This is an optimization exercise on Yosys and OpenROAD, whose aim is small area, a short achievable clock period and few clock cycles per item, not a production implementation.
Function was checked by simulation only, so behaviour that the tests miss may differ from the original.
Power is estimated from default activity; no workload was simulated.

## midpoint_ellipse_rasterizer
module midpoint_ellipse_rasterizer
(
    input  logic         aclk,
    input  logic         aresetn,
    input  logic         s_tvalid,
    output logic         s_tready,
    input  logic [47:0]  s_tdata,
    input  logic [0:0]   s_tuser,
    output logic         m_tvalid,
    input  logic         m_tready,
    output logic [111:0] m_tdata,
    output logic         m_tlast
);
For scale: roughly 2,800 cells after synthesis, about 270 flip-flops, about 170 I/O pins, ~26,000 um^2 of cells after synthesis.
clock: 10.0 ns
lec_check: 0
cap_margin: 20
core_margin: 2
core_utilization: 50
slew_margin: 20
standard.sh (not shown) runs the stock make flow with config.mk's settings and CLKGATE_MAP_FILE= SYNTH_SCRIPT=/design/flow/synth_recipe.tcl, a recipe that flattens the netlist after the stock synthesis.
==> flow/flow/run.sh <==
#!/bin/bash
# The standard layout, with the repair steps aiming for more setup slack
# than the clock needs (the clock and constraints are unchanged).
set -euo pipefail
bash standard.sh SETUP_SLACK_MARGIN=6.0 finish > standard_flow.log 2>&1
Testbench counts at the start, summed over its fixed seeds: cycles 19,042, items 16,698.
Edit:
CORE_UTILIZATION = 45   (was 50)
Register-to-register slack improves by 60 ps.
Design area shrinks by 0.75%.
Power came out lower by 0.48%.
Area after synthesis stays the same.
Routed wire length increases by 0.37%.
Global-route usage shrinks by 3.2 points.

## the reference run
Another version of the RTL of midpoint_ellipse_rasterizer (not shown whole).
Size in the first run: ~2800 cells after synthesis, roughly 260 flip-flops, roughly 170 I/O pins, about 26000 µm² of cells after synthesis.
clock: 10.0 ns
lec_check: 0
abc_clock_period_in_ps: 2500
cap_margin: 20
core_margin: 2
core_utilization: 55
setup_slack_margin: 5
slew_margin: 20
run.sh (not shown) runs the stock make flow with config.mk's settings and CLKGATE_MAP_FILE= SYNTH_SCRIPT=/design/flow/synth_recipe.tcl, a recipe that flattens the netlist after the stock synthesis.
Stock flow here: none of the scripts above is used.
The reference run went all the way through synthesis, placement and routing and the layout is clean on timing, DRC and antenna.
Testbench counts of the reference run, summed over its fixed seeds: cycles 19,090, items 16,698.
The following lists how the trial run was set up differently from the reference run:
# the reference run
export LEC_CHECK = 0
export ABC_CLOCK_PERIOD_IN_PS = 2500
export CAP_MARGIN = 20
export CORE_MARGIN = 2
export CORE_UTILIZATION = 55
export SETUP_SLACK_MARGIN = 5
export SLEW_MARGIN = 20
create_clock -name core_clock -period 10.0 [get_ports {aclk}]
# the trial run
export LEC_CHECK = 0
export ABC_CLOCK_PERIOD_IN_PS = 2500
export CAP_MARGIN = 20
export CORE_MARGIN = 2
export CORE_UTILIZATION = 45
export SLEW_MARGIN = 20
create_clock -name core_clock -period 10.0 [get_ports {aclk}]
==> flow/flow/run.sh (new file) <==
#!/bin/bash
# The standard layout, with the repair steps aiming for more setup slack
# than the clock needs (the clock and constraints are unchanged).
set -euo pipefail
bash standard.sh SETUP_SLACK_MARGIN=6.5 finish > standard_flow.log 2>&1
==> flow/standard.sh (new file) <==
#!/bin/bash
# synth_recipe.tcl (not shown) runs the flow's synth.tcl, then flattens the netlist and writes it again
# the make line also repeats each setting of config.mk as NAME=value (left out here)
make -C /OpenROAD-flow-scripts/flow DESIGN_CONFIG=/design/flow/config.mk WORK_HOME=/design/flow/orfs CLKGATE_MAP_FILE= SYNTH_SCRIPT=/design/flow/synth_recipe.tcl "${@:-finish}"
removed: flow/run.sh
[summary]
The trial run: PASS, flow complete, no timing, DRC or antenna violations
Going from the reference run to the trial run, worst voltage drop across the vdd grid shrank by more than a quarter.
The trial run vs the reference run: overall routed net length up by more than 10%
For the global-route wire length before repair, the trial run came in 11% higher than the reference run did.
Number of sinks on the clock net came out exactly the same in the reference run and the trial run.
Final non-filler cell area: the reference run and the trial run compared, lower one is the reference run
The reference run -> the trial run: total of plain and repair buffers excluding clock buffers increased by more than half
~same clock insertion delay at the later pin of the skew report in the reference run and the trial run
Looking at worst hold slack, the trial run sits 0.0066 ns lower than the reference run does.
Compare the reference run and the trial run | number of nets in the final layout lower: the reference run

Another version of the RTL of midpoint_ellipse_rasterizer (not shown whole).
Size: ~3000 cells after synthesis, roughly 270 flip-flops, roughly 170 I/O pins, ~26000 µm² of cells after synthesis.
export LEC_CHECK = 0
export CAP_MARGIN = 20
export CORE_MARGIN = 2
export CORE_UTILIZATION = 45
export SLEW_MARGIN = 20
create_clock -name core_clock -period 10.0 [get_ports {aclk}]
standard.sh (not shown) runs the stock make flow with config.mk's settings and CLKGATE_MAP_FILE= SYNTH_SCRIPT=/design/flow/synth_recipe.tcl, a recipe that flattens the netlist after the stock synthesis.
==> flow/flow/run.sh <==
#!/bin/bash
# The standard layout, with the repair steps aiming for more setup slack
# than the clock needs (the clock and constraints are unchanged).
set -euo pipefail
bash standard.sh SETUP_SLACK_MARGIN=5.6 finish > standard_flow.log 2>&1
Testbench counts at the start, summed over its fixed seeds: cycles 19,090, items 16,698.
==> next run, changes <==
==> flow/run.sh (new file) <==
#!/bin/bash
# synth_recipe.tcl (not shown) runs the flow's synth.tcl, then flattens the netlist and writes it again
# the make line also repeats each setting of config.mk as NAME=value (left out here)
make -C /OpenROAD-flow-scripts/flow DESIGN_CONFIG=/design/flow/config.mk WORK_HOME=/design/flow/orfs CLKGATE_MAP_FILE= SYNTH_SCRIPT=/design/flow/synth_recipe.tcl finish
Settings changed: SETUP_SLACK_MARGIN set to 5.
removed: flow/flow/run.sh
removed: flow/standard.sh
Global-route usage drops by 0.75 points; die area is unchanged; area after synthesis stays the same; total power went down by 3.6%.

## build 19
midpoint_ellipse_rasterizer, a different RTL version from the one above (not shown whole).
Size: ~3,100 cells after synthesis, roughly 170 I/O pins, about 27,000 µm² of cells after synthesis.
export LEC_CHECK = 0
export CAP_MARGIN = 20
export CORE_MARGIN = 2
export CORE_UTILIZATION = 45
export SETUP_SLACK_MARGIN = 3
export SLEW_MARGIN = 20
create_clock -name core_clock -period 10.0 [get_ports {aclk}]
run.sh (not shown) runs the stock make flow with config.mk's settings and CLKGATE_MAP_FILE= SYNTH_SCRIPT=/design/flow/synth_recipe.tcl, a recipe that flattens the netlist after the stock synthesis.
Stock flow here: none of the scripts above is used.
Testbench counts of build 19, summed over its fixed seeds: cycles 19,090, items 16,698.
The following lists how build 10 was set up differently from build 19:
- changing SETUP_SLACK_MARGIN from 3 to 5
--- outcome ---
Of the two values seen for cell with the largest stage delay on the worst path, dfxtp_4 was produced by build 19 and fa_1 by build 10.
Min global-route usage across build 19 and build 10: build 19
From build 10 to build 19, count of buffers inserted at the top-level ports did not move at all.
Delta (build 10 minus build 19): sequential share of cell area barely changed, power consumed by combinational cells has increased, overall power consumption essentially unchanged.
[compare] base=build 19 new=build 10: maximum clock frequency has increased, first-iteration DRC count has increased, final routed wirelength across all metal layers has increased.
### build 10 -> build 32
- SETUP_SLACK_MARGIN: 5 -> 4
[summary]
- Higher growth of design area from synthesis to finish goes to build 10 over build 32.
- Re post-synthesis share of cell area spent on and, or, nand and nor gates: no difference whatsoever between build 32 and build 10.
- Relative to build 10, share of the clock period used by the worst path after layout has increased by 9.5 points in build 32.
- Relative to build 10, the share of final layout cell area taken by non-clock buffers of build 32 is lower by 0.34 points.
- STATUS detailed-route wire length: build 32 wins against build 10
- In the flow results for build 10 and build 32, the via count normalized by instance count is smaller on build 32.
- Taking build 10 as the reference, in build 32 hold slack picked up an extra 0.010 ns; final worst setup slack lost 0.95 ns.

==> what the ideal ports hide <==
No port has a modelled driver above. Below, the same layouts with a new extraction and two added sets of constraints. Step 1 sets driving cells, clkbuf_16 on the clock port and buf_2 on the other inputs (assumed; they add their load-dependent delay and slew). Step 2 also shifts input and output timing later by t, the mid clock arrival at the registers, as if the neighbouring blocks saw the same clock. a / b / c = ideal / step 1 / step 2; a / b = the first two.
run	shift t [ns]	slack for setup (ns)	clock arrival spread, ns	cell pins on the clock port's net
the first run of note 1	0.605	5.894 / 5.894 / 5.508	0.042 / 0.042	1
the second run of note 1	0.607	5.952 / 5.952 / 5.403	0.022 / 0.023	1
the reference run	0.625	5.081 / 5.081 / 4.771	0.024 / 0.024	1
the trial run	0.631	5.241 / 5.241 / 5.241	0.031 / 0.031	1
the first run of note 3	0.597	5.491 / 5.491 / 5.089	0.018 / 0.017	1
the second run of note 3	0.654	5.085 / 5.085 / 4.582	0.015 / 0.016	1
build 19	0.611	3.748 / 3.748 / 3.748	0.044 / 0.044	1
build 10	0.611	5.080 / 5.080 / 4.558	0.023 / 0.023	1
build 32	0.631	4.135 / 4.135 / 4.135	0.027 / 0.027	1
After both steps every run listed still meets setup and hold. For the second run of note 1, which loses most, drivers alone change the setup slack by 0.000 ns; drivers and shift together by -0.549 ns.
